What follows belongs to an exercise in optimizing a design on an open flow for a short achievable clock period and few clock cycles; a production flow would make more cautious choices.
Function was checked by simulation only, so behaviour that the tests miss may differ from the original.
Power and IR drop assume default switching activity.

`run.sh`:
```
#!/bin/bash
# synth_recipe.tcl (not shown) runs the flow's synth.tcl, then flattens the netlist and writes it again
# the make line also repeats each setting of config.mk as NAME=value (left out here)
make -C /OpenROAD-flow-scripts/flow DESIGN_CONFIG=/design/flow/config.mk WORK_HOME=/design/flow/orfs CLKGATE_MAP_FILE= SYNTH_SCRIPT=/design/flow/synth_recipe.tcl finish
```
`config.mk`:
```
export PLATFORM = sky130hd
export DESIGN_NAME = pipelineTop
export DESIGN_NICKNAME = pipelineTop
export VERILOG_FILES = /design/flow/design.v
export SDC_FILE = /design/flow/constraint.sdc
export NUM_CORES = 4
export LEC_CHECK = 0
export CAP_MARGIN = 20
export CORE_MARGIN = 2
export CORE_UTILIZATION = 60
export CTS_CLUSTER_DIAMETER = 100
export CTS_CLUSTER_SIZE = 24
export HOLD_SLACK_MARGIN = 0.05
export PLACE_DENSITY = 0.75
export SETUP_SLACK_MARGIN = 2.0
export SLEW_MARGIN = 20
```
`constraint.sdc`:
```
create_clock -name core_clock -period 3.6 [get_ports {CLK}]
set_input_delay 0.7200 -clock core_clock [delete_from_list [all_inputs] [get_ports {CLK}]]
set_output_delay 0.7200 -clock core_clock [all_outputs]
set_load 0.01 [all_outputs]
```
`design.v`:
```
package pipePkg;
	localparam int DATA_WIDTH = 16;
	localparam int REG_COUNT = 16;
	localparam int IMEM_DEPTH = 64;
	localparam int INSTR_WIDTH = 32;
	localparam int REG_ID_WIDTH = $clog2(REG_COUNT);
	localparam int PC_WIDTH = $clog2(IMEM_DEPTH);
	localparam int MOV_BIT = 31;
	localparam int SUB3_BIT = 30;
	localparam int ADD4_BIT = 29;
	localparam int ADD1_BIT = 28;
	localparam int DST_LSB = 4;
	localparam int SRC_LSB = 0;
	localparam int SKIP_WINDOW = 4;
	typedef logic [DATA_WIDTH-1:0] dataT;
	typedef logic [REG_ID_WIDTH-1:0] regIdT;
	typedef logic [REG_COUNT-1:0] regMaskT;
	typedef logic [PC_WIDTH-1:0] pcT;
	typedef logic [INSTR_WIDTH-1:0] instrT;
	typedef struct packed {
		logic sub;
		logic add;
		regIdT src;
		regIdT dst;
	} opT;
	localparam int OP_WIDTH = 2 + 2 * REG_ID_WIDTH;
endpackage
`timescale 1ns/1ns
module fetchStage (
	input logic CLK,
	input logic RSTB,
	input logic imemWrite,
	input pipePkg::pcT imemAddr,
	input pipePkg::instrT imemData,
	input logic run,
	input logic xValid,
	input pipePkg::regIdT xDst,
	output logic fValid,
	output pipePkg::opT fOp,
	output pipePkg::regMaskT fSrc1h,
	output logic fMatch1,
	output logic fMatch2
);
	localparam int N = pipePkg::IMEM_DEPTH;
	localparam int K = pipePkg::SKIP_WINDOW;
	logic [N-1:0] valid;
	logic [N-1:0][pipePkg::OP_WIDTH-1:0] mem;
	pipePkg::opT newOp;
	assign newOp.sub = imemData[pipePkg::SUB3_BIT] | imemData[pipePkg::ADD1_BIT];
	assign newOp.add = imemData[pipePkg::ADD4_BIT] | imemData[pipePkg::ADD1_BIT];
	assign newOp.src = imemData[pipePkg::SRC_LSB +: pipePkg::REG_ID_WIDTH];
	assign newOp.dst = imemData[pipePkg::DST_LSB +: pipePkg::REG_ID_WIDTH];
	always_ff @(posedge CLK)
	begin
		for (int i = 0; i < N; i++)
		begin
			if (imemWrite && (imemAddr == pipePkg::pcT'(i)))
			begin
				valid[i] <= |imemData[pipePkg::ADD1_BIT +: 4];
				mem[i] <= newOp;
			end
		end
	end
	logic [N-1:0] pc;
	logic [N-1:0] pick;
	logic [N-1:0] pickNext;
	logic [N-1:0] pcNext;
	for (genvar i = 0; i < N; i++)
	begin : g_pick
		logic [K:0] clear;
		logic [K-1:0] hit;
		assign clear[0] = 1'b1;
		for (genvar m = 1; m <= K; m++)
		begin : g_clear
			assign clear[m] = clear[m-1] & ~valid[(i - m + N) % N];
		end
		for (genvar m = 0; m < K; m++)
		begin : g_hit
			assign hit[m] = pc[(i - m + N) % N] & clear[m];
		end
		assign pickNext[i] = valid[i] & (|hit);
		assign pcNext[i] = pickNext[(i - 1 + N) % N] | (pc[(i - K + N) % N] & clear[K]);
	end
	localparam int P = 2 * K;
	logic [P-1:0] preValid;
	logic [P:0] preStart;
	logic [P:0] prePick0;
	logic [P:0] preAfter0;
	logic [P:0] prePick1;
	logic [P:0] preAfter1;
	logic preAny0;
	pipePkg::opT preWord;
	logic stale;
	logic reload;
	assign preValid = valid[P-1:0];
	assign reload = !run || stale;
	function automatic logic [2*(P+1)-1:0] preStep(input logic [P:0] at, input logic [P-1:0] v);
		logic [P:0] picked;
		logic [P:0] after;
		logic clr;
		logic hit;
		picked = '0;
		after = '0;
		for (int i = 0; i < P; i++)
		begin
			hit = 1'b0;
			clr = 1'b1;
			for (int m = 0; m < K; m++)
			begin
				if (i - m >= 0)
					hit = hit | (at[i - m] & clr);
				if (i - m - 1 >= 0)
					clr = clr & ~v[i - m - 1];
			end
			picked[i] = v[i] & hit;
		end
		for (int i = 1; i <= P; i++)
		begin
			clr = 1'b1;
			for (int m = 1; m <= K; m++)
				if (i - m >= 0)
					clr = clr & ~v[i - m];
			after[i] = picked[i - 1] | ((i - K >= 0) ? (at[i - K] & clr) : 1'b0);
		end
		preStep = {picked, after};
	endfunction
	assign preStart = (P+1)'(1);
	assign {prePick0, preAfter0} = preStep(preStart, preValid);
	assign {prePick1, preAfter1} = preStep(preAfter0, preValid);
	assign preAny0 = |prePick0;
	always_comb
	begin
		preWord = '0;
		for (int i = 0; i < K; i++)
			preWord |= mem[i] & {pipePkg::OP_WIDTH{prePick0[i]}};
	end
	always_ff @(posedge CLK or negedge RSTB)
	begin
		if (!RSTB)
		begin
			pc <= N'(1);
			pick <= '0;
			stale <= 1'b0;
		end
		else
		begin
			if (reload)
			begin
				pc <= N'(preAfter1);
				pick <= N'(prePick1);
			end
			else
			begin
				pc <= pcNext;
				pick <= pickNext;
			end
			stale <= imemWrite && (imemAddr < pipePkg::pcT'(P));
		end
	end
	localparam int G = 8;
	localparam int SRC_LSB = pipePkg::REG_ID_WIDTH;
	logic [N/G-1:0][pipePkg::OP_WIDTH-1:0] grpWord;
	logic [N/G-1:0][pipePkg::OP_WIDTH-1:0] grpOp;
	logic [N/G-1:0] grpValid;
	pipePkg::opT word;
	always_comb
	begin
		for (int g = 0; g < N / G; g++)
		begin
			grpWord[g] = '0;
			for (int i = g * G; i < (g + 1) * G; i++)
				grpWord[g] |= mem[i] & {pipePkg::OP_WIDTH{pick[i]}};
		end
	end
	always_comb
	begin
		word = '0;
		for (int g = 0; g < N / G; g++)
			word |= grpOp[g];
	end
	logic match1;
	logic match2;
	always_comb
	begin
		match1 = 1'b0;
		match2 = 1'b0;
		for (int g = 0; g < N / G; g++)
		begin
			match1 |= grpValid[g] && (grpOp[g][SRC_LSB +: pipePkg::REG_ID_WIDTH] == fOp.dst);
			match2 |= grpValid[g] && (grpOp[g][SRC_LSB +: pipePkg::REG_ID_WIDTH] == xDst);
		end
		match1 &= fValid;
		match2 &= xValid;
	end
	always_ff @(posedge CLK or negedge RSTB)
	begin
		if (!RSTB)
		begin
			grpValid <= '0;
			fValid <= 1'b0;
		end
		else
		begin
			for (int g = 0; g < N / G; g++)
				grpValid[g] <= |pick[g * G +: G];
			if (reload)
				grpValid[0] <= preAny0;
			fValid <= run && !stale && (|grpValid);
		end
	end
	always_ff @(posedge CLK)
	begin
		grpOp <= grpWord;
		if (reload)
			grpOp[0] <= preWord;
		fOp <= word;
		fSrc1h <= pipePkg::regMaskT'(1) << word.src;
		fMatch1 <= match1;
		fMatch2 <= match2;
	end
endmodule
`timescale 1ns/1ns
module decodeStage (
	input logic fMatch1,
	input logic fMatch2,
	input pipePkg::regMaskT fSrc1h,
	input logic fSub,
	input logic fAdd,
	input logic xChain,
	input pipePkg::regMaskT xSrc1h,
	input logic xSub,
	input logic xAdd,
	input pipePkg::regMaskT bSrc1h,
	input logic bSub,
	input logic bAdd,
	output pipePkg::regMaskT read1h,
	output logic [1:0] numAdd,
	output logic [1:0] numSub
);
	logic fromB;
	logic fromX;
	assign fromB = fMatch1 ? xChain : fMatch2;
	assign fromX = fMatch1 && !xChain;
	always_comb
	begin
		for (int r = 0; r < pipePkg::REG_COUNT; r++)
			read1h[r] = (fromB & bSrc1h[r]) | (fromX & xSrc1h[r])
				| (!fromB & !fromX & fSrc1h[r]);
	end
	assign numAdd = 2'(fAdd) + 2'(fMatch1 & xAdd) + 2'(fromB & bAdd);
	assign numSub = 2'(fSub) + 2'(fMatch1 & xSub) + 2'(fromB & bSub);
endmodule
`timescale 1ns/1ns
module ex1Stage (
	input logic CLK,
	input logic RSTB,
	input logic fValid,
	input pipePkg::opT fOp,
	input logic fMatch1,
	input pipePkg::regMaskT fSrc1h,
	input pipePkg::regMaskT read1h,
	input logic [1:0] numAdd,
	input logic [1:0] numSub,
	input logic [pipePkg::REG_COUNT-1:0][pipePkg::DATA_WIDTH-1:0] regs,
	output logic xValid,
	output logic xSub,
	output logic xAdd,
	output pipePkg::regMaskT xSrc1h,
	output pipePkg::regIdT xDst,
	output logic xChain,
	output pipePkg::dataT xOperand,
	output logic [4:0] xConst
);
	pipePkg::dataT operand;
	logic [4:0] chainConst;
	always_comb
	begin
		operand = '0;
		for (int r = 0; r < pipePkg::REG_COUNT; r++)
			operand |= regs[r] & {pipePkg::DATA_WIDTH{read1h[r]}};
	end
	always_comb
	begin
		case ({numAdd, numSub})
			4'h0: chainConst = 5'd0;
			4'h1: chainConst = 5'd29;
			4'h2: chainConst = 5'd26;
			4'h3: chainConst = 5'd23;
			4'h4: chainConst = 5'd4;
			4'h5: chainConst = 5'd1;
			4'h6: chainConst = 5'd30;
			4'h7: chainConst = 5'd27;
			4'h8: chainConst = 5'd8;
			4'h9: chainConst = 5'd5;
			4'ha: chainConst = 5'd2;
			4'hb: chainConst = 5'd31;
			4'hc: chainConst = 5'd12;
			4'hd: chainConst = 5'd9;
			4'he: chainConst = 5'd6;
			default: chainConst = 5'd3;
		endcase
	end
	always_ff @(posedge CLK or negedge RSTB)
	begin
		if (!RSTB)
			xValid <= 1'b0;
		else
			xValid <= fValid;
	end
	always_ff @(posedge CLK)
	begin
		xSub <= fOp.sub;
		xAdd <= fOp.add;
		xSrc1h <= fSrc1h;
		xDst <= fOp.dst;
		xChain <= fMatch1;
		xOperand <= operand;
		xConst <= chainConst;
	end
endmodule
`timescale 1ns/1ns
module ex2Stage (
	input logic CLK,
	input logic RSTB,
	input logic xValid,
	input logic xSub,
	input logic xAdd,
	input pipePkg::regMaskT xSrc1h,
	input pipePkg::regIdT xDst,
	input pipePkg::dataT xOperand,
	input logic [4:0] xConst,
	output logic bSub,
	output logic bAdd,
	output pipePkg::regMaskT bSrc1h,
	output logic [pipePkg::REG_COUNT-1:0][pipePkg::DATA_WIDTH-1:0] regs,
	output logic wbWrite,
	output pipePkg::regIdT wbDst,
	output pipePkg::dataT wbData
);
	localparam int W = pipePkg::DATA_WIDTH;
	logic bValid;
	pipePkg::regIdT bDst;
	pipePkg::regMaskT bDst1h;
	logic [3:0] bLow;
	logic [W-5:0] bHigh;
	logic [W-5:0] bHighUp;
	logic [W-5:0] bHighDown;
	logic bUp;
	logic bDown;
	logic [4:0] lowSum;
	logic [W-5:0] high;
	pipePkg::dataT result;
	assign lowSum = 5'(xOperand[3:0]) + 5'(xConst[3:0]);
	always_ff @(posedge CLK or negedge RSTB)
	begin
		if (!RSTB)
			bValid <= 1'b0;
		else
			bValid <= xValid;
	end
	always_ff @(posedge CLK)
	begin
		bDst <= xDst;
		bSub <= xSub;
		bAdd <= xAdd;
		bSrc1h <= xSrc1h;
		bDst1h <= pipePkg::regMaskT'(1) << xDst;
		bLow <= lowSum[3:0];
		bHigh <= xOperand[W-1:4];
		bHighUp <= xOperand[W-1:4] + 1'b1;
		bHighDown <= xOperand[W-1:4] - 1'b1;
		bUp <= lowSum[4] & ~xConst[4];
		bDown <= ~lowSum[4] & xConst[4];
	end
	always_comb
	begin
		if (bUp)
			high = bHighUp;
		else if (bDown)
			high = bHighDown;
		else
			high = bHigh;
	end
	assign result = {high, bLow};
	always_ff @(posedge CLK or negedge RSTB)
	begin
		if (!RSTB)
		begin
			for (int r = 0; r < pipePkg::REG_COUNT; r++)
				regs[r] <= '0;
		end
		else
		begin
			for (int r = 0; r < pipePkg::REG_COUNT; r++)
				if (bValid && bDst1h[r])
					regs[r] <= result;
		end
	end
	always_ff @(posedge CLK or negedge RSTB)
	begin
		if (!RSTB)
			wbWrite <= 1'b0;
		else
			wbWrite <= bValid;
	end
	always_ff @(posedge CLK)
	begin
		wbDst <= bDst;
		wbData <= result;
	end
endmodule
`timescale 1ns/1ns
module pipelineTop (
	input logic CLK,
	input logic RSTB,
	input logic imemWrite,
	input logic [5:0] imemAddr,
	input logic [31:0] imemData,
	input logic run,
	output logic wbWrite,
	output logic [3:0] wbDst,
	output logic [15:0] wbData
);
	logic fValid;
	pipePkg::opT fOp;
	pipePkg::regMaskT fSrc1h;
	logic fMatch1;
	logic fMatch2;
	pipePkg::regMaskT read1h;
	logic [1:0] numAdd;
	logic [1:0] numSub;
	logic xValid;
	logic xSub;
	logic xAdd;
	pipePkg::regMaskT xSrc1h;
	pipePkg::regIdT xDst;
	logic xChain;
	pipePkg::dataT xOperand;
	logic [4:0] xConst;
	logic bSub;
	logic bAdd;
	pipePkg::regMaskT bSrc1h;
	logic [pipePkg::REG_COUNT-1:0][pipePkg::DATA_WIDTH-1:0] regs;
	fetchStage i_fetchStage (
		.CLK(CLK),
		.RSTB(RSTB),
		.imemWrite(imemWrite),
		.imemAddr(imemAddr),
		.imemData(imemData),
		.run(run),
		.xValid(xValid),
		.xDst(xDst),
		.fValid(fValid),
		.fOp(fOp),
		.fSrc1h(fSrc1h),
		.fMatch1(fMatch1),
		.fMatch2(fMatch2)
	);
	decodeStage i_decodeStage (
		.fMatch1(fMatch1),
		.fMatch2(fMatch2),
		.fSrc1h(fSrc1h),
		.fSub(fOp.sub),
		.fAdd(fOp.add),
		.xChain(xChain),
		.xSrc1h(xSrc1h),
		.xSub(xSub),
		.xAdd(xAdd),
		.bSrc1h(bSrc1h),
		.bSub(bSub),
		.bAdd(bAdd),
		.read1h(read1h),
		.numAdd(numAdd),
		.numSub(numSub)
	);
	ex1Stage i_ex1Stage (
		.CLK(CLK),
		.RSTB(RSTB),
		.fValid(fValid),
		.fOp(fOp),
		.fMatch1(fMatch1),
		.fSrc1h(fSrc1h),
		.read1h(read1h),
		.numAdd(numAdd),
		.numSub(numSub),
		.regs(regs),
		.xValid(xValid),
		.xSub(xSub),
		.xAdd(xAdd),
		.xSrc1h(xSrc1h),
		.xDst(xDst),
		.xChain(xChain),
		.xOperand(xOperand),
		.xConst(xConst)
	);
	ex2Stage i_ex2Stage (
		.CLK(CLK),
		.RSTB(RSTB),
		.xValid(xValid),
		.xSub(xSub),
		.xAdd(xAdd),
		.xSrc1h(xSrc1h),
		.xDst(xDst),
		.xOperand(xOperand),
		.xConst(xConst),
		.bSub(bSub),
		.bAdd(bAdd),
		.bSrc1h(bSrc1h),
		.regs(regs),
		.wbWrite(wbWrite),
		.wbDst(wbDst),
		.wbData(wbData)
	);
endmodule
```
==> results of run 1 <==
-- worst paths after layout --
path,start,to,depth (start not counted),slack [ps]
max,i_fetchStage.fMatch1,i_ex1Stage.xOperand[10],7,1420
min reg2reg,i_ex2Stage.bDst[0],i_ex2Stage.wbDst[0],0,330
min in group core_clock,i_ex2Stage.bDst[0],i_ex2Stage.wbDst[0],0,330
min,RSTB,i_ex2Stage.regs[33],1,50
max in group asynchronous,RSTB,i_ex2Stage.regs[42],2,2420
max reg2reg,i_fetchStage.fMatch1,i_ex1Stage.xOperand[10],7,1420
-- Yosys cell counts, types with 4 or more instances --
library cell  number
a211oi_1          14
a21o_1             6
a21oi_1           70
a221o_1           10
a221oi_1          92
a22o_1            74
a22oi_1          300
a31o_2            15
a31oi_1           20
a41o_1            14
and2_1             9
buf_1             10
buf_2              9
buf_6             12
clkbuf_1         148
dfrtp_1          396
dfxtp_1          247
edfxtp_1         704
ha_1              11
inv_1             76
mux2_2            65
mux2i_1           19
nand2_1          285
nand2b_1          11
nand3_1           14
nand3b_1           4
nand4_1           89
nor2_1           194
nor2b_1           33
nor3_1            31
nor4_1            56
nor4b_1           14
o211a_1           42
o21ai_0          206
o21bai_1          16
o221a_4           12
or2_2              4
or3b_1            12
xnor2_1           29
xor2_1            58
-- repair_timing --
| action | CTS | global route |
|---|---|---|
| endpoints found under the setup margin | 1175 | 658 |
| pin swaps | 85 | 57 |
| resized for setup | 262 | 112 |
| cloned | 12 | 7 |
| setup buffers | 146 | 78 |
-- layer usage --
metal	up-vias	track usage (%)	routed length [um]
met5	-	0	21
met4	4	14.29	6883
met3	393	4.994	13170
met2	2056	50.54	65930
met1	16260	41.03	49340
li1	13660	-	-
-- registers in the layout (all words and copies together) (netlist names), 8 cells and up --
signal / cells
i_fetchStage.grpOp: 80
i_ex2Stage.bHighDown: 11
i_ex2Stage.regs: 256
i_ex2Stage.wbData: 16
i_fetchStage.pick: 64
i_ex2Stage.bHigh: 12
i_ex2Stage.bDst1h: 16
i_fetchStage.grpValid: 8
i_ex1Stage.xOperand: 16
i_ex1Stage.xSrc1h: 16
i_fetchStage.mem: 640
i_fetchStage.pc: 64
i_fetchStage.valid: 64
i_ex2Stage.bSrc1h: 16
i_ex2Stage.bHighUp: 12
i_fetchStage.fSrc1h: 16
-- power groups by stage --
stage               Clock [mW]  Combinational [mW]  Sequential, mW
floorplan                    0                1.81            18.2
global placement             0                2.55            18.4
detailed placement           0                2.68            18.5
CTS                       8.51                2.96            18.3
global route              9.09                3.69            18.5
finish                    8.52                3.40            18.3
-- cell usage in the layout, fill, tap and decap left out, types with 73 or more instances in the layout --
cell and count:
nand4_1 89, o21ai_0 202, buf_12 89, nor2_1 126, a22o_1 74, clkbuf_16 73, nand2_1 268, a22oi_1 300
dfrtp_1 394, dfxtp_1 212, buf_4 152, edfxtp_1 704, inv_1 74
-- per-stage QoR --
step	total power [mW]	hold WS [ps]	area, um2
finish	30.24	49.33	57620
global route	31.24	90.39	57620
CTS	29.74	66.73	56210
detailed placement	21.20	312.1	51620
global placement	20.98	315.6	51620
floorplan	20.00	309.6	50360
-- final cells by class --
class                   count  area [um2]  area share [%]
clock inverters             6       107.6          0.1868
flip-flops and latches   1348       36090           62.64
diodes                      2       5.005        0.008686
clock buffers             116        1903           3.303
multi-input cells        1875       13930           24.17
inverters                  76       287.8          0.4995
repair buffers            329        3956           6.866
well taps                1070        1339           2.324
-- logic make-up (layout without fill, tap and decap cells) --
group / count (synthesis) / in the layout / synth area share, %
muxes: 86 / 86 / 1.941
buffers and inverters: 259 / 527 / 2.230
xor gates and xnor gates: 87 / 87 / 1.543
DFF: 1348 / 1348 / 72.96
other: 0 / 2 / 0
AOI/OAI and AO/OA: 910 / 914 / 13.56
adders and majority gates: 14 / 14 / 0.4004
and+or+nand+nor: 768 / 774 / 7.365
==> flow_summary.yaml, run 1 <==
outcome:
  status: "complete, no violations"
sta:
  fin_crit_ps: 2182
  worst_pin_slew_ps: 1064
  slew_headroom_pct: 29.07
  maxSlewViolCount: 0
  hold_violations: 0
  setup_ws_ps: 1418
  clock_skew_ps: 29.57
  setup_viol: 0
  timing.final.crit_share_pct: 60.62
  rsz0062_at_grt: "yes"
  fmax_mhz: 458.3
  setup_tns_ps: 0
routing:
  routedWlPerCell_um: 28.07
  dr_total_vias: 32370
  drtIter0Drc: 3817
  finalWirelength_mm: 135.3
  drc: 0
  drtPass1Iterations: 6
  via_per_inst: 6.712
  ant_nets: 0
synth:
  synth_top_area_share_pct: 42.82
  ys_seq_area_share_pct: 72.96
  synth_area_leaders: "edfxtp_1, dfrtp_1, dfxtp_1"
  synth_top_area_cell: "edfxtp_1"
  synth_nets: 3528
  synth_edf_count: 704
  yosysWarningCount: 4
  syn_inst: 3472
  synthFlopType: "edfxtp_1"
  ys_ff_latch: 1348
  netlist_area_um2: 49370
  synth.distinct_cells: 64
  async_reset_ff_share_pct: 29.45
  avgSynthCellArea_um2: 14.22
worst_setup_path:
  slowest_delay_ps: 400
  slowest_stage: "dfxtp_4"
  setup.worst_path.start_class: "flip-flop"
  crit_chain: "buf_6 -> or2_4 -> o221a_4 -> buf_12 -> a22o_1 -> a221oi_1 -> nand4_1"
  critPathCaptureType: "flip-flop"
  critPathRequiredTime_ps: 4100
  worst-path-max-fanout: 13
  critPathArrivalTime_ps: 2680
  cp_top_family: "compound AO/OA/AOI/OAI gates"
  worst-path-buf-inv: 2
  crit_type: "flip-flop to flip-flop"
pwr:
  power_frac_comb_pct: 11.3
  p_sw_share_pct: 25.14
  seqPwrFrac_pct: 60.6
  p_leak_nw: 22.61
  cellPowerDensity_nw_per_um2: 524.8
  p_int_mw: 22.64
  p_sw_mw: 7.602
  peakVddDrop_v: 0.0005161
  p_clk_share_pct: 28.2
die:
  fp.dieW_um: 290.9
  rows: 105
  fp.dieH_um: 290.9
  die-area_um2: 84600
  initial_core_util_pct: 60.42
  io_pins: 63
  core_area_um2: 81720
hold_path:
  min_path_type: "primary input to asynchronous set/reset pin"
grt:
  grt_pass1_vias: 31800
  grt_pass1_wl_mm: 197.0
  grt_overflow_total: 0
  antenna_found_initial: 3
  track_usage_pct: 30.88
  grt_max_degree: 91
placed_design:
  gp_congestion: 0.8666
  dp_cells: 4455
  io_buffers: 42
  place_ws_ps: 617.8
  dp.final_hpwl_mm: 76.43
clock_network:
  cts_tree: "done"
  cts_hold_buf: 0
  clkLatencyLatePin_ps: 660
  clockBufferDepth: 3
  clk_pin_slew_ps: 90
  htree_levels: 3
  clock_sinks: 1348
  cts_buffers: 66
  clock-root-buffer: "clkbuf_16"
run:
  cap_violations: 0
finish:
  fin_nets: 3752
  drive_gt1_share_pct: 20.45
  nFillCells: 5013
  fin_util_pct: 70.51
  stdcell_count: 4822
  areaGrowthSynthToFinish_pct: 16.70
Testbench counts, summed over its fixed seeds: cycles 6,241.
==> run 2, diff against run 1 <==
--- a/config.mk
+++ b/config.mk
@@ -12,5 +12,4 @@
 export CTS_CLUSTER_SIZE = 24
 export HOLD_SLACK_MARGIN = 0.05
-export PLACE_DENSITY = 0.75
 export SETUP_SLACK_MARGIN = 2.0
 export SLEW_MARGIN = 20
==> run 2 against run 1 <==
Effect of this change: combinational power grew 6.8%; synthesized cell count is the same; fmax grew 0.22%; count of clock-buffer cells in the layout shrank 2; first-iteration DRC count shrank 12%; cell count shrank 0.27%; synthesized area is the same; design area shrank 0.27%; critical path type unchanged; largest cell class unchanged; largest power group unchanged; highest routed layer is now met4.
==> flow_summary.yaml, run 2 <==
clock_network:
  htree_levels: 3
  clk_pin_slew_ps: 100
  clock-root-buffer: "clkbuf_16"
  clkLatencyLatePin_ps: 650
  cts_buffers: 66
  cts_tree: "done"
  clockBufferDepth: 3
  clock_sinks: 1348
grt:
  grt.met2_usage_pct: 53.70
  grt.busiest_layer: "met2"
  grt_pass1_wl_mm: 198.6
  grt_use_met1_pct: 42.10
  grt_max_degree: 93
  track_usage_pct: 31.62
  grt_overflow_total: 0
  grt.met3_usage_pct: 3.696
  grt_pass1_vias: 30820
  antenna_found_initial: 7
synth:
  netlist_area_um2: 49370
  synthFlopType: "edfxtp_1"
  synth_top_area_share_pct: 42.82
  synth_most_common_cell: "edfxtp_1"
  synth.distinct_cells: 64
  ys_top_cells_by_count: "edfxtp_1, dfrtp_1, a22oi_1"
  synth_nets: 3528
  async_reset_ff_share_pct: 29.45
  synth_area_leaders: "edfxtp_1, dfrtp_1, dfxtp_1"
  syn_inst: 3472
  synth_top_area_cell: "edfxtp_1"
  yosysWarningCount: 4
  ys_seq_area_share_pct: 72.96
  synth_edf_count: 704
  avgSynthCellArea_um2: 14.22
  ys_ff_latch: 1348
pwr:
  p_clk_share_pct: 27.6
  p_int_mw: 22.57
  cellPowerDensity_nw_per_um2: 526.9
  peakVddDrop_v: 0.0005563
  power_frac_comb_pct: 12.0
  p_sw_mw: 7.706
  p_leak_nw: 22.52
  seqPwrFrac_pct: 60.4
  p_sw_share_pct: 25.45
  finalPower_mw: 30.28
finish:
  largest_register: "i_fetchStage.mem"
  fin_area_um2: 57460
  regArea_um2: 36090
  fin_nets: 3741
  stdcell_count: 4809
  multiInputGateArea_um2: 13920
  mostFrequentLayoutCells: "edfxtp_1, dfrtp_1, a22oi_1, nand2_1, dfxtp_1"
  areaGrowthSynthToFinish_pct: 16.38
  final_common_cell: "edfxtp_1"
  nFillCells: 5393
  largest_register_ff_count: 640
  drive_gt1_share_pct: 20.14
  fin_util_pct: 70.32
  largestRegisters: "i_fetchStage.mem (640), i_ex2Stage.regs (256), i_fetchStage.grpOp (80)"
die:
  fp.dieH_um: 290.9
  rows: 105
  initial_core_util_pct: 60.42
  io_pins: 63
  core_area_um2: 81720
  die-area_um2: 84600
  fp.dieW_um: 290.9
sta:
  worst_pin_slew_ps: 991.0
  fin_crit_ps: 2177
  clock_skew_ps: 22.06
  fmax_mhz: 459.3
  maxSlewViolCount: 0
  slew_headroom_pct: 33.94
  timing.final.crit_share_pct: 60.48
  hold_violations: 0
  rsz0062_at_grt: "yes"
  setup_tns_ps: 0
  setup_viol: 0
outcome:
  status: "complete, no violations"
run:
  cap_violations: 0
placed_design:
  io_buffers: 42
  dpl_cell_area_um2: 51720
  dp_cells: 4464
  gp_congestion: 0.9124
  dp.final_hpwl_mm: 82.10
routing:
  ant_nets: 0
  finalWirelength_mm: 136.9
  drtIter0Drc: 3377
  drc: 0
  routedWlPerCell_um: 28.46
  dr_total_vias: 31320
  drtPass1Iterations: 5
  via_per_inst: 6.512
worst_setup_path:
  setup.worst_path.start_class: "flip-flop"
  cp_top_family: "simple AND/OR/NAND/NOR gates"
  critPathRequiredTime_ps: 4080
  critPathArrivalTime_ps: 2660
  slowest_stage: "or3b_4"
  worst-path-max-fanout: 6
  crit_type: "flip-flop to flip-flop"
  worst-path-buf-inv: 2
  critPathCaptureType: "flip-flop"
  crit_chain: "buf_6 -> or3b_4 -> o221a_4 -> buf_12 -> a22o_1 -> a221oi_2 -> nand4_1"
  slowest_delay_ps: 440
hold_path:
  min_path_type: "primary input to asynchronous set/reset pin"
run 2: layout make-up:
cell class,count,area share (%)
flip-flops and latches,1348,62.80
multi-input cells,1874,24.23
repair buffers,319,6.776
clock buffers,114,3.188
well taps,1070,2.330
inverters,76,0.5095
clock inverters,7,0.1590
diodes,1,0.004355
run 2: cells by family (layout without fill, tap and decap cells):
| group | Yosys count | after routing | share of synthesized area, % |
|---|---|---|---|
| AO/OA/AOI/OAI | 910 | 914 | 13.56 |
| XOR/XNOR | 87 | 87 | 1.543 |
| adder cells (fa/ha/maj) | 14 | 14 | 0.4004 |
| buffers and inverters | 259 | 516 | 2.230 |
| flip-flops | 1348 | 1348 | 72.96 |
| multiplexers | 86 | 86 | 1.941 |
| other | 0 | 1 | 0 |
| AND/OR/NAND/NOR | 768 | 773 | 7.365 |
run 2: worst reg2reg max path: stages (launching register included):
cell and delay (ps):
dfxtp_4 410, buf_6 140, or3b_4 440, o221a_4 230, buf_12 180, a22o_1 210, a221oi_2 190, nand4_1 210
run 2: final timing paths:
check                                    endpoint  cells after the start                  from  slack [ps]
max reg2reg                i_ex1Stage.xOperand[7]                      7  i_fetchStage.fMatch1        1420
min reg2reg                   i_ex2Stage.wbDst[3]                      0    i_ex2Stage.bDst[3]         340
max in group asynchronous    i_ex2Stage.regs[176]                      2                  RSTB        2590
min                           i_ex2Stage.regs[93]                      1                  RSTB         110
min in group core_clock       i_ex2Stage.wbDst[3]                      0    i_ex2Stage.bDst[3]         340
max                        i_ex1Stage.xOperand[7]                      7  i_fetchStage.fMatch1        1420
run 2: repair_timing:
action	CTS	global route
resized for setup	253	133
pin swaps	83	64
hold buffers	0	0
gates cloned	8	11
endpoints found under the hold margin	0	0
buffers inserted	146	58
endpoints found under the setup margin	1222	554
run 2: power groups by stage:
| stage | Sequential, mW | Combinational, mW | Clock, mW |
|---|---|---|---|
| 2_1_floorplan | 18.2 | 1.81 | 0 |
| 3_3_place_gp | 18.5 | 2.70 | 0 |
| 3_5_place_dp | 18.5 | 2.80 | 0 |
| 4_1_cts | 18.3 | 3.18 | 8.46 |
| 5_1_grt | 18.4 | 3.92 | 9.01 |
| 6_report | 18.3 | 3.63 | 8.35 |
run 2: through the flow:
stage / setup WS [ps] / hold slack [ps]
floorplan: 1429 / 309.6
global placement: 624.3 / 315.4
detailed placement: 565.7 / 321.2
CTS: 1447 / 134.6
global route: 1402 / 149.6
finish: 1423 / 112.2
run 2: routing by layer:
| layer | vias to the layer above | part of all wire (%) |
|---|---|---|
| li1 | 13660 | - |
| met1 | 16020 | 39 |
| met2 | 1363 | 50 |
| met3 | 270 | 6.6 |
| met4 | 0 | 4.3 |
| met5 | - | 0 |
==> run 3, diff against run 2 <==
--- a/design.v
+++ b/design.v
@@ -40,5 +40,7 @@
 	output pipePkg::regMaskT fSrc1h,
 	output logic fMatch1,
-	output logic fMatch2
+	output logic fFromB,
+	output logic fFromX,
+	output logic fFromF
 );
 	localparam int N = pipePkg::IMEM_DEPTH;
@@ -217,5 +219,7 @@
 		fSrc1h <= pipePkg::regMaskT'(1) << word.src;
 		fMatch1 <= match1;
-		fMatch2 <= match2;
+		fFromB <= match1 ? fMatch1 : match2;
+		fFromX <= match1 && !fMatch1;
+		fFromF <= !match1 && !match2;
 	end
 endmodule
@@ -223,9 +227,10 @@
 module decodeStage (
 	input logic fMatch1,
-	input logic fMatch2,
+	input logic fFromB,
+	input logic fFromX,
+	input logic fFromF,
 	input pipePkg::regMaskT fSrc1h,
 	input logic fSub,
 	input logic fAdd,
-	input logic xChain,
 	input pipePkg::regMaskT xSrc1h,
 	input logic xSub,
@@ -238,16 +243,12 @@
 	output logic [1:0] numSub
 );
-	logic fromB;
-	logic fromX;
-	assign fromB = fMatch1 ? xChain : fMatch2;
-	assign fromX = fMatch1 && !xChain;
 	always_comb
 	begin
 		for (int r = 0; r < pipePkg::REG_COUNT; r++)
-			read1h[r] = (fromB & bSrc1h[r]) | (fromX & xSrc1h[r])
-				| (!fromB & !fromX & fSrc1h[r]);
+			read1h[r] = (fFromB & bSrc1h[r]) | (fFromX & xSrc1h[r])
+				| (fFromF & fSrc1h[r]);
 	end
-	assign numAdd = 2'(fAdd) + 2'(fMatch1 & xAdd) + 2'(fromB & bAdd);
-	assign numSub = 2'(fSub) + 2'(fMatch1 & xSub) + 2'(fromB & bSub);
+	assign numAdd = 2'(fAdd) + 2'(fMatch1 & xAdd) + 2'(fFromB & bAdd);
+	assign numSub = 2'(fSub) + 2'(fMatch1 & xSub) + 2'(fFromB & bSub);
 endmodule
 `timescale 1ns/1ns
@@ -257,5 +258,4 @@
 	input logic fValid,
 	input pipePkg::opT fOp,
-	input logic fMatch1,
 	input pipePkg::regMaskT fSrc1h,
 	input pipePkg::regMaskT read1h,
@@ -268,5 +268,4 @@
 	output pipePkg::regMaskT xSrc1h,
 	output pipePkg::regIdT xDst,
-	output logic xChain,
 	output pipePkg::dataT xOperand,
 	output logic [4:0] xConst
@@ -314,5 +313,4 @@
 		xSrc1h <= fSrc1h;
 		xDst <= fOp.dst;
-		xChain <= fMatch1;
 		xOperand <= operand;
 		xConst <= chainConst;
@@ -426,5 +424,7 @@
 	pipePkg::regMaskT fSrc1h;
 	logic fMatch1;
-	logic fMatch2;
+	logic fFromB;
+	logic fFromX;
+	logic fFromF;
 	pipePkg::regMaskT read1h;
 	logic [1:0] numAdd;
@@ -435,5 +435,4 @@
 	pipePkg::regMaskT xSrc1h;
 	pipePkg::regIdT xDst;
-	logic xChain;
 	pipePkg::dataT xOperand;
 	logic [4:0] xConst;
@@ -455,13 +454,16 @@
 		.fSrc1h(fSrc1h),
 		.fMatch1(fMatch1),
-		.fMatch2(fMatch2)
+		.fFromB(fFromB),
+		.fFromX(fFromX),
+		.fFromF(fFromF)
 	);
 	decodeStage i_decodeStage (
 		.fMatch1(fMatch1),
-		.fMatch2(fMatch2),
+		.fFromB(fFromB),
+		.fFromX(fFromX),
+		.fFromF(fFromF),
 		.fSrc1h(fSrc1h),
 		.fSub(fOp.sub),
 		.fAdd(fOp.add),
-		.xChain(xChain),
 		.xSrc1h(xSrc1h),
 		.xSub(xSub),
@@ -479,5 +481,4 @@
 		.fValid(fValid),
 		.fOp(fOp),
-		.fMatch1(fMatch1),
 		.fSrc1h(fSrc1h),
 		.read1h(read1h),
@@ -490,5 +491,4 @@
 		.xSrc1h(xSrc1h),
 		.xDst(xDst),
-		.xChain(xChain),
 		.xOperand(xOperand),
 		.xConst(xConst)
--- a/config.mk
+++ b/config.mk
@@ -12,4 +12,5 @@
 export CTS_CLUSTER_SIZE = 24
 export HOLD_SLACK_MARGIN = 0.05
+export PLACE_DENSITY = 0.75
 export SETUP_SLACK_MARGIN = 2.0
 export SLEW_MARGIN = 20
==> run 3 against run 2 <==
Effect of this change: still clean; synthesized cell count down 0.26%; flip-flop and latch count rose by 1; worst hold slack worse by 4.9 ps; clock power rose by 0.7%; register-to-register slack improved by 260 ps; core utilization rose by 0.49 points; die area is 0.52% lower.
==> flow_summary.yaml, run 3 <==
grt:
  grt_overflow_total: 0
  antenna_found_initial: 6
  grt_pass1_wl_mm: 202.0
  grt_pass1_vias: 32190
  track_usage_pct: 31.81
  grt_max_degree: 94
synth:
  yosysWarningCount: 4
  ys_ff_latch: 1349
  netlist_area_um2: 49110
  avgSynthCellArea_um2: 14.18
  synthFlopType: "edfxtp_1"
  synth_area_leaders: "edfxtp_1, dfrtp_1, dfxtp_1"
  synth_nets: 3519
  synth_most_common_cell: "edfxtp_1"
  syn_inst: 3463
  async_reset_ff_share_pct: 29.43
  ys_seq_area_share_pct: 73.38
  synth_edf_count: 704
  synth_top_area_share_pct: 43.04
  synth.distinct_cells: 65
  ys_top_cells_by_count: "edfxtp_1, dfrtp_1, nand2_1"
  synth_top_area_cell: "edfxtp_1"
worst_setup_path:
  critPathCaptureType: "flip-flop"
  reg2reg_slack_ps: 1680
  r2r_cells: 8
  worst-path-buf-inv: 3
  slowest_delay_ps: 400
  crit_chain: "buf_8 -> a22oi_2 -> buf_4 -> nand2_8 -> buf_6 -> a22o_1 -> a221oi_2 -> nand4_1"
  r2r_start: "i_fetchStage.fFromB"
  slowest_stage: "dfxtp_4"
  worst-path-max-fanout: 8
  cp_top_family: "compound AO/OA/AOI/OAI gates"
  crit_type: "flip-flop to flip-flop"
  reg2reg_to: "i_ex1Stage.xOperand[14]"
  critPathRequiredTime_ps: 4100
  critPathArrivalTime_ps: 2420
  setup.worst_path.start_class: "flip-flop"
placed_design:
  dp.final_hpwl_mm: 79.52
  gp_congestion: 0.8778
  place_ws_ps: 535.4
  io_buffers: 42
pwr:
  power_frac_comb_pct: 10.0
  p_clk_share_pct: 28.5
  p_sw_mw: 7.334
  seqPwrFrac_pct: 61.5
  peakVddDrop_v: 0.0004253
  p_leak_nw: 22.01
  cellPowerDensity_nw_per_um2: 515.7
  p_int_mw: 22.18
  p_sw_share_pct: 24.85
sta:
  clock_skew_ps: 23.66
  fmax_mhz: 521.9
  fin_crit_ps: 1916
  setup_ws_ps: 1684
  slew_headroom_pct: 35.11
  timing.final.crit_share_pct: 53.23
  setup_viol: 0
  worst_pin_slew_ps: 973.3
  setup_tns_ps: 0
  rsz0062_at_grt: "yes"
  hold_violations: 0
  maxSlewViolCount: 0
die:
  rows: 104
  fp.dieH_um: 290.1
  fp.dieW_um: 290.1
  io_pins: 63
  initial_core_util_pct: 60.78
  core_area_um2: 80810
  die-area_um2: 84160
clock_network:
  clock-root-buffer: "clkbuf_16"
  cts_buffers: 66
  htree_levels: 3
  cts_hold_buf: 0
  clockBufferDepth: 3
  clk_pin_slew_ps: 100
  clock_sinks: 1349
  clkLatencyLatePin_ps: 660
  cts_tree: "done"
routing:
  dr_total_vias: 32410
  routedWlPerCell_um: 28.53
  ant_nets: 0
  finalWirelength_mm: 137.3
  drc: 0
  drtPass1Iterations: 5
  drtIter0Drc: 3869
  via_per_inst: 6.732
finish:
  mostFrequentLayoutCells: "edfxtp_1, dfrtp_1, a22oi_1, nand2_1, dfxtp_1"
  largest_register: "i_fetchStage.mem"
  areaGrowthSynthToFinish_pct: 16.50
  drive_gt1_share_pct: 21.19
  fin_nets: 3754
  largest_register_ff_count: 640
  largestRegisters: "i_fetchStage.mem (640), i_ex2Stage.regs (256), i_fetchStage.grpOp (80)"
  final_common_cell: "edfxtp_1"
run:
  cap_violations: 0
outcome:
  status: "complete, no violations"
hold_path:
  min_path_type: "primary input to asynchronous set/reset pin"
## run 3: cell types whose count changed after synthesis, sizes merged, moves of 13 or more
cell / before / now
clkbuf: 148 / 125
inv: 76 / 57
buf: 35 / 58
a22oi: 300 / 318
or3b: 14 / 1
o211a: 42 / 14
o221a: 13 / 0
nand2: 285 / 322
## run 3: cells by family after synthesis
family,after synthesis,synth area share [%]
AND/OR/NAND/NOR,787,7.408
adder cells (fa/ha/maj),14,0.4025
multiplexers,78,1.763
XOR/XNOR,87,1.551
AO/OA/AOI/OAI,908,13.35
flip-flops,1349,73.38
buffers and inverters,240,2.140
## run 3: routing by layer
metal / up-vias / wire length (um) / global-route usage (%)
li1: 13590 / - / -
met1: 16320 / 49270 / 41.00
met2: 2034 / 66270 / 52.44
met3: 459 / 13400 / 5.323
met4: 4 / 8385 / 16.53
met5: - / 27 / 0
## run 3: timing repair
action | 4_1_cts | 5_1_grt
setup buffers | 168 | 49
endpoints found under the setup margin | 1155 | 586
gates cloned | 14 | 5
pin swaps | 121 | 55
resized for setup | 326 | 113
## run 3: worst max-delay path by stage
stage / slack [ps] / cells after the start / endpoint / startpoint
final: 1680 / 8 / i_ex1Stage.xOperand[14] / i_fetchStage.fFromB
after global routing: 1630 / 8 / i_ex1Stage.xOperand[14] / i_fetchStage.fFromB
after CTS: 1690 / 1 / wbWrite / i_ex2Stage.wbWrite
after detailed placement: 540 / 4 / i_fetchStage.mem[302] / imemAddr[2]
after global placement: 610 / 4 / i_fetchStage.mem[302] / imemAddr[2]
after floorplan: 1590 / 2 / i_fetchStage.valid[0] / imemData[28]
## run 3: power groups by stage
stage                     combinational (mW)  clock, mW  sequential [mW]
after detailed placement                2.49          0             18.4
after global placement                  2.38          0             18.3
after CTS                               2.75       8.45             18.1
final                                   2.96       8.41             18.1
after floorplan                         1.63          0             18.1
after global routing                    3.21       8.98             18.3
## run 3: final cells by class
| cell class | count | area [um2] |
|---|---|---|
| clock inverters | 7 | 88.84 |
| flip-flops and latches | 1349 | 36130 |
| multi-input cells | 1885 | 13770 |
| fillers | 4909 | 23590 |
| repair buffers | 339 | 3795 |
| diodes | 2 | 5.005 |
| well taps | 1060 | 1326 |
| inverters | 57 | 224.0 |
| clock buffers | 115 | 1878 |
## run 3: stage by stage
step | instances | utilization, % | instance area (um2) | total power, mW | hold WS [ps]
floorplan | 3463 | - | 49970 | 19.73 | 309.6
global placement | 4454 | 63.53 | 51340 | 20.70 | 320.8
detailed placement | 4454 | 63.53 | 51340 | 20.89 | 326.2
CTS | 4758 | 69.66 | 56290 | 29.31 | 142.5
global route | 4813 | 70.81 | 57220 | 30.46 | 158.1
finish | 4814 | 70.81 | 57220 | 29.51 | 107.4
## run 3: worst reg2reg max path, stage by stage (launching register included)
cell and delay, ps:
dfxtp_4 400, buf_8 160, a22oi_2 210, buf_4 170, nand2_8 90, buf_6 160
a22o_1 220, a221oi_2 190, nand4_1 170
Testbench counts of run 3, summed over its fixed seeds: cycles 6,241.
==> run 4, diff against run 3 <==
--- a/config.mk
+++ b/config.mk
@@ -12,5 +12,4 @@
 export CTS_CLUSTER_SIZE = 24
 export HOLD_SLACK_MARGIN = 0.05
-export PLACE_DENSITY = 0.75
 export SETUP_SLACK_MARGIN = 2.0
 export SLEW_MARGIN = 20
==> run 4 against run 3 <==
Effect of this change: clock power barely moved; fmax down 0.19%; largest cell class unchanged; total power up 0.51%; die area unchanged; cell count is 0.44% higher; setup slack worse by 3.7 ps; count of clock-buffer cells in the layout stayed put; highest routed layer is now met4; core utilization grew 0.67 points.
==> flow_summary.yaml, run 4 <==
synth:
  synth_top_area_cell: "edfxtp_1"
  synth_edf_count: 704
  synth_top_area_share_pct: 43.04
  netlist_area_um2: 49110
  synth_adder_area_share_pct: 0.4025
  synth_compound_area_share_pct: 13.35
  synth.distinct_cells: 65
  ys_seq_area_share_pct: 73.38
  synthFlopType: "edfxtp_1"
  synth_most_common_cell: "edfxtp_1"
  ys_ff_latch: 1349
  synth-xor-area-share_pct: 1.551
  yosysWarningCount: 4
  ys_top_cells_by_count: "edfxtp_1, dfrtp_1, nand2_1"
  async_reset_ff_share_pct: 29.43
  synth_area_leaders: "edfxtp_1, dfrtp_1, dfxtp_1"
  synth_nets: 3519
  synth_mux_area_share_pct: 1.763
  synthSimpleGateAreaFrac_pct: 7.408
  avgSynthCellArea_um2: 14.18
  synth_top_family_by_area: "compound AO/OA/AOI/OAI gates"
  syn_inst: 3463
hold_path:
  min_path_type: "primary input to asynchronous set/reset pin"
finish:
  mostFrequentLayoutCells: "edfxtp_1, dfrtp_1, a22oi_1, nand2_1, dfxtp_1"
  final_common_cell: "edfxtp_1"
  stdcell_count: 4835
  largest_register_ff_count: 640
  fin_nets: 3775
  fin_util_pct: 71.48
  drive_gt1_share_pct: 22.19
  multiInputGateArea_um2: 13980
  largestRegisters: "i_fetchStage.mem (640), i_ex2Stage.regs (256), i_fetchStage.grpOp (80)"
  fin_area_um2: 57760
  regArea_um2: 36150
  areaGrowthSynthToFinish_pct: 17.60
  largest_register: "i_fetchStage.mem"
  nFillCells: 5231
pwr:
  cellPowerDensity_nw_per_um2: 513.5
  p_sw_share_pct: 24.92
  p_sw_mw: 7.390
  seqPwrFrac_pct: 61.0
  power_frac_comb_pct: 10.7
  p_int_mw: 22.27
  p_clk_share_pct: 28.3
  p_leak_nw: 22.24
  finalPower_mw: 29.66
  peakVddDrop_v: 0.0003797
routing:
  drtPass1Iterations: 7
  drtIter0Drc: 3113
  drc: 0
  dr_total_vias: 31390
  via_per_inst: 6.491
  ant_nets: 0
  finalWirelength_mm: 138.2
  routedWlPerCell_um: 28.58
worst_setup_path:
  critPathCaptureType: "output pin"
  worst-path-buf-inv: 1
  worst-path-max-fanout: 1
  slowest_delay_ps: 410
  critical_path_cell_count: 1
  r2r_cells: 7
  critPathRequiredTime_ps: 2880
  crit_type: "flip-flop to output pin"
  slowest_stage: "dfrtp_1"
  critPathArrivalTime_ps: 1200
  cp_top_family: "flip-flops"
  setup.worst_path.start_class: "flip-flop"
  crit_chain: "buf_2"
grt:
  track_usage_pct: 32.32
  grt_max_degree: 95
  grt_pass1_vias: 30900
  antenna_found_initial: 3
  grt_pass1_wl_mm: 201.3
  grt_overflow_total: 0
clock_network:
  clockBufferDepth: 3
  clock-root-buffer: "clkbuf_16"
  clock_sinks: 1349
  cts_tree: "done"
  cts_hold_buf: 0
  clk_pin_slew_ps: 90
  cts_buffers: 66
  clkLatencyLatePin_ps: 670
  htree_levels: 3
sta:
  fmax_mhz: 520.9
  timing.final.crit_share_pct: 53.33
  hold_violations: 0
  clock_skew_ps: 30.32
  maxSlewViolCount: 0
  setup_viol: 0
  setup_tns_ps: 0
  rsz0062_at_grt: "yes"
  worst_pin_slew_ps: 1016
  fin_crit_ps: 1920
  slew_headroom_pct: 32.27
placed_design:
  dpl_cell_area_um2: 51320
  dp.final_hpwl_mm: 81.20
  dp_cells: 4453
  gp_congestion: 0.8621
  io_buffers: 42
die:
  fp.dieH_um: 290.1
  die-area_um2: 84160
  rows: 104
  core_area_um2: 80810
  io_pins: 63
  initial_core_util_pct: 60.78
  fp.dieW_um: 290.1
outcome:
  status: "complete, no violations"
run:
  cap_violations: 0
[run 4: cell counts after synthesis]
Identical to the previous run, type by type.
[run 4: per-stage QoR]
step | setup slack, ps | hold WS [ps]
after floorplan | 1594 | 309.6
after global placement | 624.2 | 318.6
after detailed placement | 545.7 | 320.4
after CTS | 1665 | 121.7
after global routing | 1656 | 134.7
final | 1680 | 52.42
[run 4: power by group through the flow]
stage | clock network [mW] | logic [mW] | registers [mW]
final | 8.39 | 3.18 | 18.1
after detailed placement | 0 | 2.52 | 18.4
after CTS | 8.47 | 2.91 | 18.1
after global routing | 9.02 | 3.46 | 18.2
after global placement | 0 | 2.42 | 18.3
after floorplan | 0 | 1.63 | 18.1
[run 4: logic make-up (layout without fill, tap and decap cells)]
family,count (synthesis),count (layout)
buffers and inverters,240,537
AO/OA/AOI/OAI,908,908
XOR/XNOR,87,87
multiplexers,78,78
other,0,3
adder cells (fa/ha/maj),14,14
AND/OR/NAND/NOR,787,799
flip-flops,1349,1349
[run 4: final cells by class]
class | count | share of cell area, %
clock inverter | 6 | 0.1560
clock buffer | 115 | 3.215
antenna | 3 | 0.01300
timing repair buffer | 359 | 7.138
sequential | 1349 | 62.59
multi-input combinational | 1886 | 24.20
inverter | 57 | 0.3878
tap | 1060 | 2.296
[run 4: timing repair]
action,in CTS,in global routing
buffers inserted,174,64
endpoints found under the setup margin,1215,648
pin swaps,98,80
resized for setup,327,181
cloned,12,8
[run 4: final timing paths]
path,slack (ps),to,start
hold reg to reg,330,i_ex2Stage.wbDst[1],i_ex2Stage.bDst[1]
max in group asynchronous,2500,i_fetchStage.pc[58],RSTB
setup reg to reg,1730,i_ex1Stage.xOperand[3],i_fetchStage.fFromB
hold / removal,50,i_ex2Stage.regs[194],RSTB
min in group core_clock,330,i_ex2Stage.wbDst[1],i_ex2Stage.bDst[1]
setup / recovery,1680,wbWrite,i_ex2Stage.wbWrite
[run 4: metal layers]
metal / GRT usage, % / wire [um] / vias up
met5: 0 / 0 / -
met4: 13.67 / 6065 / 0
met3: 4.810 / 10570 / 290
met2: 54.10 / 68460 / 1462
met1: 42.63 / 53100 / 15980
li1: - / - / 13650
==> run 5, diff against run 4 <==
--- a/design.v
+++ b/design.v
@@ -36,4 +36,6 @@
 	input logic xValid,
 	input pipePkg::regIdT xDst,
+	input logic xSub,
+	input logic xAdd,
 	output logic fValid,
 	output pipePkg::opT fOp,
@@ -42,5 +44,7 @@
 	output logic fFromB,
 	output logic fFromX,
-	output logic fFromF
+	output logic fFromF,
+	output logic [3:0][1:0] fNumAdd,
+	output logic [3:0][1:0] fNumSub
 );
 	localparam int N = pipePkg::IMEM_DEPTH;
@@ -222,4 +226,12 @@
 		fFromX <= match1 && !fMatch1;
 		fFromF <= !match1 && !match2;
+		fNumAdd[0] <= 2'(word.add);
+		fNumAdd[1] <= 2'(word.add) + 2'(fOp.add);
+		fNumAdd[2] <= 2'(word.add) + 2'(xAdd);
+		fNumAdd[3] <= 2'(word.add) + 2'(fOp.add) + 2'(xAdd);
+		fNumSub[0] <= 2'(word.sub);
+		fNumSub[1] <= 2'(word.sub) + 2'(fOp.sub);
+		fNumSub[2] <= 2'(word.sub) + 2'(xSub);
+		fNumSub[3] <= 2'(word.sub) + 2'(fOp.sub) + 2'(xSub);
 	end
 endmodule
@@ -231,24 +243,33 @@
 	input logic fFromF,
 	input pipePkg::regMaskT fSrc1h,
-	input logic fSub,
-	input logic fAdd,
+	input logic [3:0][1:0] fNumAdd,
+	input logic [3:0][1:0] fNumSub,
 	input pipePkg::regMaskT xSrc1h,
-	input logic xSub,
-	input logic xAdd,
 	input pipePkg::regMaskT bSrc1h,
-	input logic bSub,
-	input logic bAdd,
-	output pipePkg::regMaskT read1h,
+	input logic [pipePkg::REG_COUNT-1:0][pipePkg::DATA_WIDTH-1:0] regs,
+	output pipePkg::dataT operand,
 	output logic [1:0] numAdd,
 	output logic [1:0] numSub
 );
+	pipePkg::dataT readB;
+	pipePkg::dataT readX;
+	pipePkg::dataT readF;
 	always_comb
 	begin
+		readB = '0;
+		readX = '0;
+		readF = '0;
 		for (int r = 0; r < pipePkg::REG_COUNT; r++)
-			read1h[r] = (fFromB & bSrc1h[r]) | (fFromX & xSrc1h[r])
-				| (fFromF & fSrc1h[r]);
+		begin
+			readB |= regs[r] & {pipePkg::DATA_WIDTH{bSrc1h[r]}};
+			readX |= regs[r] & {pipePkg::DATA_WIDTH{xSrc1h[r]}};
+			readF |= regs[r] & {pipePkg::DATA_WIDTH{fSrc1h[r]}};
+		end
 	end
-	assign numAdd = 2'(fAdd) + 2'(fMatch1 & xAdd) + 2'(fFromB & bAdd);
-	assign numSub = 2'(fSub) + 2'(fMatch1 & xSub) + 2'(fFromB & bSub);
+	assign operand = (readB & {pipePkg::DATA_WIDTH{fFromB}})
+		| (readX & {pipePkg::DATA_WIDTH{fFromX}})
+		| (readF & {pipePkg::DATA_WIDTH{fFromF}});
+	assign numAdd = fNumAdd[{fFromB, fMatch1}];
+	assign numSub = fNumSub[{fFromB, fMatch1}];
 endmodule
 `timescale 1ns/1ns
@@ -259,8 +280,7 @@
 	input pipePkg::opT fOp,
 	input pipePkg::regMaskT fSrc1h,
-	input pipePkg::regMaskT read1h,
+	input pipePkg::dataT operand,
 	input logic [1:0] numAdd,
 	input logic [1:0] numSub,
-	input logic [pipePkg::REG_COUNT-1:0][pipePkg::DATA_WIDTH-1:0] regs,
 	output logic xValid,
 	output logic xSub,
@@ -271,14 +291,7 @@
 	output logic [4:0] xConst
 );
-	pipePkg::dataT operand;
 	logic [4:0] chainConst;
 	always_comb
 	begin
-		operand = '0;
-		for (int r = 0; r < pipePkg::REG_COUNT; r++)
-			operand |= regs[r] & {pipePkg::DATA_WIDTH{read1h[r]}};
-	end
-	always_comb
-	begin
 		case ({numAdd, numSub})
 			4'h0: chainConst = 5'd0;
@@ -322,12 +335,8 @@
 	input logic RSTB,
 	input logic xValid,
-	input logic xSub,
-	input logic xAdd,
 	input pipePkg::regMaskT xSrc1h,
 	input pipePkg::regIdT xDst,
 	input pipePkg::dataT xOperand,
 	input logic [4:0] xConst,
-	output logic bSub,
-	output logic bAdd,
 	output pipePkg::regMaskT bSrc1h,
 	output logic [pipePkg::REG_COUNT-1:0][pipePkg::DATA_WIDTH-1:0] regs,
@@ -360,6 +369,4 @@
 	begin
 		bDst <= xDst;
-		bSub <= xSub;
-		bAdd <= xAdd;
 		bSrc1h <= xSrc1h;
 		bDst1h <= pipePkg::regMaskT'(1) << xDst;
@@ -427,5 +434,7 @@
 	logic fFromX;
 	logic fFromF;
-	pipePkg::regMaskT read1h;
+	logic [3:0][1:0] fNumAdd;
+	logic [3:0][1:0] fNumSub;
+	pipePkg::dataT operand;
 	logic [1:0] numAdd;
 	logic [1:0] numSub;
@@ -437,6 +446,4 @@
 	pipePkg::dataT xOperand;
 	logic [4:0] xConst;
-	logic bSub;
-	logic bAdd;
 	pipePkg::regMaskT bSrc1h;
 	logic [pipePkg::REG_COUNT-1:0][pipePkg::DATA_WIDTH-1:0] regs;
@@ -450,4 +457,6 @@
 		.xValid(xValid),
 		.xDst(xDst),
+		.xSub(xSub),
+		.xAdd(xAdd),
 		.fValid(fValid),
 		.fOp(fOp),
@@ -456,5 +465,7 @@
 		.fFromB(fFromB),
 		.fFromX(fFromX),
-		.fFromF(fFromF)
+		.fFromF(fFromF),
+		.fNumAdd(fNumAdd),
+		.fNumSub(fNumSub)
 	);
 	decodeStage i_decodeStage (
@@ -464,13 +475,10 @@
 		.fFromF(fFromF),
 		.fSrc1h(fSrc1h),
-		.fSub(fOp.sub),
-		.fAdd(fOp.add),
+		.fNumAdd(fNumAdd),
+		.fNumSub(fNumSub),
 		.xSrc1h(xSrc1h),
-		.xSub(xSub),
-		.xAdd(xAdd),
 		.bSrc1h(bSrc1h),
-		.bSub(bSub),
-		.bAdd(bAdd),
-		.read1h(read1h),
+		.regs(regs),
+		.operand(operand),
 		.numAdd(numAdd),
 		.numSub(numSub)
@@ -482,8 +490,7 @@
 		.fOp(fOp),
 		.fSrc1h(fSrc1h),
-		.read1h(read1h),
+		.operand(operand),
 		.numAdd(numAdd),
 		.numSub(numSub),
-		.regs(regs),
 		.xValid(xValid),
 		.xSub(xSub),
@@ -498,12 +505,8 @@
 		.RSTB(RSTB),
 		.xValid(xValid),
-		.xSub(xSub),
-		.xAdd(xAdd),
 		.xSrc1h(xSrc1h),
 		.xDst(xDst),
 		.xOperand(xOperand),
 		.xConst(xConst),
-		.bSub(bSub),
-		.bAdd(bAdd),
 		.bSrc1h(bSrc1h),
 		.regs(regs),
==> run 5 against run 4 <==
Effect of this change: cell count rose by 9.9%; total power rose by 7.2%; highest routed layer is now met5; register-to-register slack improved by 70 ps; global-route usage rose by 4.7 points; clock power rose by 1%; first-iteration DRC count rose by 70%; synthesized cell count rose by 13%.
==> flow_summary.yaml, run 5 <==
worst_setup_path:
  reg2reg_slack_ps: 1800
  crit_chain: "buf_2"
  crit_type: "flip-flop to output pin"
  slowest_delay_ps: 460
  critPathArrivalTime_ps: 1270
  r2r_cells: 6
  r2r_start: "i_fetchStage.fOp[0]"
  critPathCapture: "wbWrite"
  reg2reg_to: "i_fetchStage.fFromB"
  worst-path-buf-inv: 1
  critPathRequiredTime_ps: 2880
  setup.worst_path.start_class: "flip-flop"
  critPathLaunch: "i_ex2Stage.wbWrite"
  cp_top_family: "flip-flops"
  slowest_stage: "dfrtp_1"
  worst-path-max-fanout: 1
  critPathCaptureType: "output pin"
  critical_path_cell_count: 1
sta:
  maxSlewViolCount: 0
  setup_viol: 0
  fin_crit_ps: 1986
  clock_skew_ps: 33.85
  slew_headroom_pct: 43.58
  rsz0062_at_grt: "yes"
  hold_violations: 0
  worst_pin_slew_ps: 846.3
  fmax_mhz: 503.4
  setup_tns_ps: 0
  timing.final.crit_share_pct: 55.18
  holdWs_ps: 39.86
synth:
  synth.distinct_cells: 60
  async_reset_ff_share_pct: 29.21
  avgSynthCellArea_um2: 13.26
  synthFlopType: "edfxtp_1"
  netlist_area_um2: 52020
  yosysWarningCount: 4
  synth_top_area_cell: "edfxtp_1"
  synth_nets: 3983
  synth_edf_count: 704
  syn_inst: 3923
  ys_top_cells_by_count: "edfxtp_1, a22oi_1, dfrtp_1"
  synth_top_area_share_pct: 40.64
  ys_seq_area_share_pct: 69.67
  ys_ff_latch: 1359
  synth_most_common_cell: "edfxtp_1"
  synth_area_leaders: "edfxtp_1, dfrtp_1, dfxtp_1"
clock_network:
  clock-root-buffer: "clkbuf_16"
  cts_buffers: 66
  cts_tree: "done"
  clk_pin_slew_ps: 90
  clkLatencyLatePin_ps: 660
  clockBufferDepth: 3
  htree_levels: 3
  clock_sinks: 1359
pwr:
  cellPowerDensity_nw_per_um2: 525.0
  peakVddDrop_v: 0.0005257
  p_leak_nw: 23.06
finish:
  final_common_cell: "edfxtp_1"
  fin_nets: 4170
  largest_register: "i_fetchStage.mem"
  nFillCells: 5561
  drive_gt1_share_pct: 20.68
  fin_util_pct: 70.81
  mostFrequentLayoutCells: "edfxtp_1, a22oi_1, dfrtp_1, nand2_1, o21ai_0"
  largest_register_ff_count: 640
  largestRegisters: "i_fetchStage.mem (640), i_ex2Stage.regs (256), i_fetchStage.grpOp (80)"
  areaGrowthSynthToFinish_pct: 16.46
routing:
  ant_nets: 0
  drc: 0
  finalWirelength_mm: 170.2
  drtIter0Drc: 5283
  dr_total_vias: 37280
  drtPass1Iterations: 10
  routedWlPerCell_um: 32.03
  via_per_inst: 7.018
hold_path:
  min_path_type: "primary input to asynchronous set/reset pin"
die:
  initial_core_util_pct: 60.81
  fp.dieH_um: 298.4
  io_pins: 63
  core_area_um2: 85550
  rows: 107
  fp.dieW_um: 298.4
  die-area_um2: 89070
placed_design:
  dp.final_hpwl_mm: 101.5
  io_buffers: 42
  gp_congestion: 1.005
grt:
  grt_overflow_total: 0
  track_usage_pct: 37.06
  antenna_found_initial: 9
  grt_pass1_wl_mm: 242.3
  grt_max_degree: 70
  grt_pass1_vias: 35830
outcome:
  status: "complete, no violations"
run:
  cap_violations: 0
run 5: worst min-delay path by stage:
stage / from / to / cells past startpoint / slack [ps]
5_1_grt: RSTB / i_ex2Stage.regs[186] / 1 / 70
3_3_place_gp: i_ex1Stage.xValid / i_ex2Stage.bValid / 0 / 360
2_1_floorplan: i_ex2Stage.bDst[0] / i_ex2Stage.wbDst[0] / 0 / 310
6_report: RSTB / i_ex2Stage.regs[106] / 1 / 40
4_1_cts: RSTB / i_ex2Stage.regs[242] / 1 / 50
3_5_place_dp: i_ex1Stage.xValid / i_ex2Stage.bValid / 0 / 370
run 5: per-layer routing:
layer  GRT usage, %  vias to the layer above  wire [um]
li1               -                    15470          -
met1          48.83                    18430      61460
met2          58.23                     2666      78380
met3          7.161                      703      18580
met4          21.07                        6      11710
met5              0                        -         41
run 5: area by class of cell:
| class | count | area [um2] | share of cell area, % |
|---|---|---|---|
| Inverter | 70 | 272.8 | 0.4503 |
| Multi-Input combinational cell | 2242 | 16340 | 26.97 |
| Antenna cell | 5 | 12.51 | 0.02065 |
| Tap cell | 1144 | 1431 | 2.363 |
| Timing Repair Buffer | 371 | 4113 | 6.789 |
| Clock inverter | 6 | 71.32 | 0.1177 |
| Clock buffer | 115 | 1882 | 3.106 |
| Sequential cell | 1359 | 36460 | 60.18 |
run 5: cells by family (layout without fill, tap and decap cells):
| group | count (synthesis) | after routing | share of synthesized area (%) |
|---|---|---|---|
| compound gates | 1199 | 1199 | 16.48 |
| xor+xnor | 87 | 87 | 1.479 |
| fa+ha+maj | 18 | 18 | 0.4763 |
| buf+inv | 332 | 562 | 2.557 |
| flops | 1359 | 1359 | 69.67 |
| mux | 81 | 81 | 1.775 |
| other cells | 0 | 5 | 0 |
| simple gates | 847 | 857 | 7.565 |
run 5: worst register-to-register path: stages, from the launching register on:
cell and delay, ps:
dfxtp_4 400, buf_4 140, xor2_1 130, nor3_1 210
a31oi_1 130, a41oi_2 340, mux2_4 330
run 5: timing repair:
item | in CTS | in global routing
pin swaps | 89 | 72
cloned | 8 | 10
buffers inserted | 143 | 79
gates resized for setup | 359 | 197
endpoints found under the hold margin | 4 | 0
hold buffers | 2 | 0
setup endpoints to repair | 1201 | 616
run 5: power by group:
group / switching, mW / total, mW / internal [mW] / leakage (nW)
Sequential: 1.73 / 19.4 / 17.6 / 14.2
Clock: 4.83 / 8.47 / 3.64 / 0.932
Combinational: 2.31 / 3.97 / 1.66 / 7.91
run 5: stage by stage:
step	setup WS, ps	instances	area (um2)	total power [mW]
after CTS	1631	5218	58820	31.31
after global routing	1608	5310	60570	32.85
final	1614	5312	60580	31.81
after floorplan	1594	3923	52900	21.02
after detailed placement	473.5	4944	54340	22.75
after global placement	448.8	4944	54340	22.58
Testbench counts of run 5, summed over its fixed seeds: cycles 6,241.

[static timing again, ports no longer ideal]
How much do the figures lean on ideal ports? The routed layouts below were timed once more, with nothing changed but the port constraints. Step 1: set_driving_cell puts a clkbuf_16 on CLK and a buf_2 on each other input, an assumption about the parent block. Step 2 times the ports against the registers' clock, not the clock port: input delays grow and output delays shrink by t, the midpoint of the rising clock arrivals with the driver on. a / b / c = ideal / step 1 / step 2; a / b = the first two.
| run | shift t [ns] | setup WS [ns] | hold slack, ns | pins driven straight from the clock port |
|---|---|---|---|---|
| run 1 | 0.720 | 1.418 / 1.418 / 1.229 | 0.049 / 0.028 / 0.326 | 1 |
| run 2 | 0.712 | 1.423 / 1.423 / 1.269 | 0.112 / 0.094 / 0.340 | 1 |
| run 3 | 0.713 | 1.684 / 1.642 / 1.229 | 0.107 / 0.094 / 0.342 | 1 |
| run 4 | 0.721 | 1.680 / 1.611 / 1.315 | 0.052 / 0.037 / 0.327 | 1 |
| run 5 | 0.716 | 1.614 / 1.539 / 1.161 | 0.040 / 0.038 / 0.381 | 1 |
After both steps every run listed still meets setup and hold. The setup slack of run 3, which loses most, moves by -0.042 ns with the drivers and by -0.455 ns with both steps.
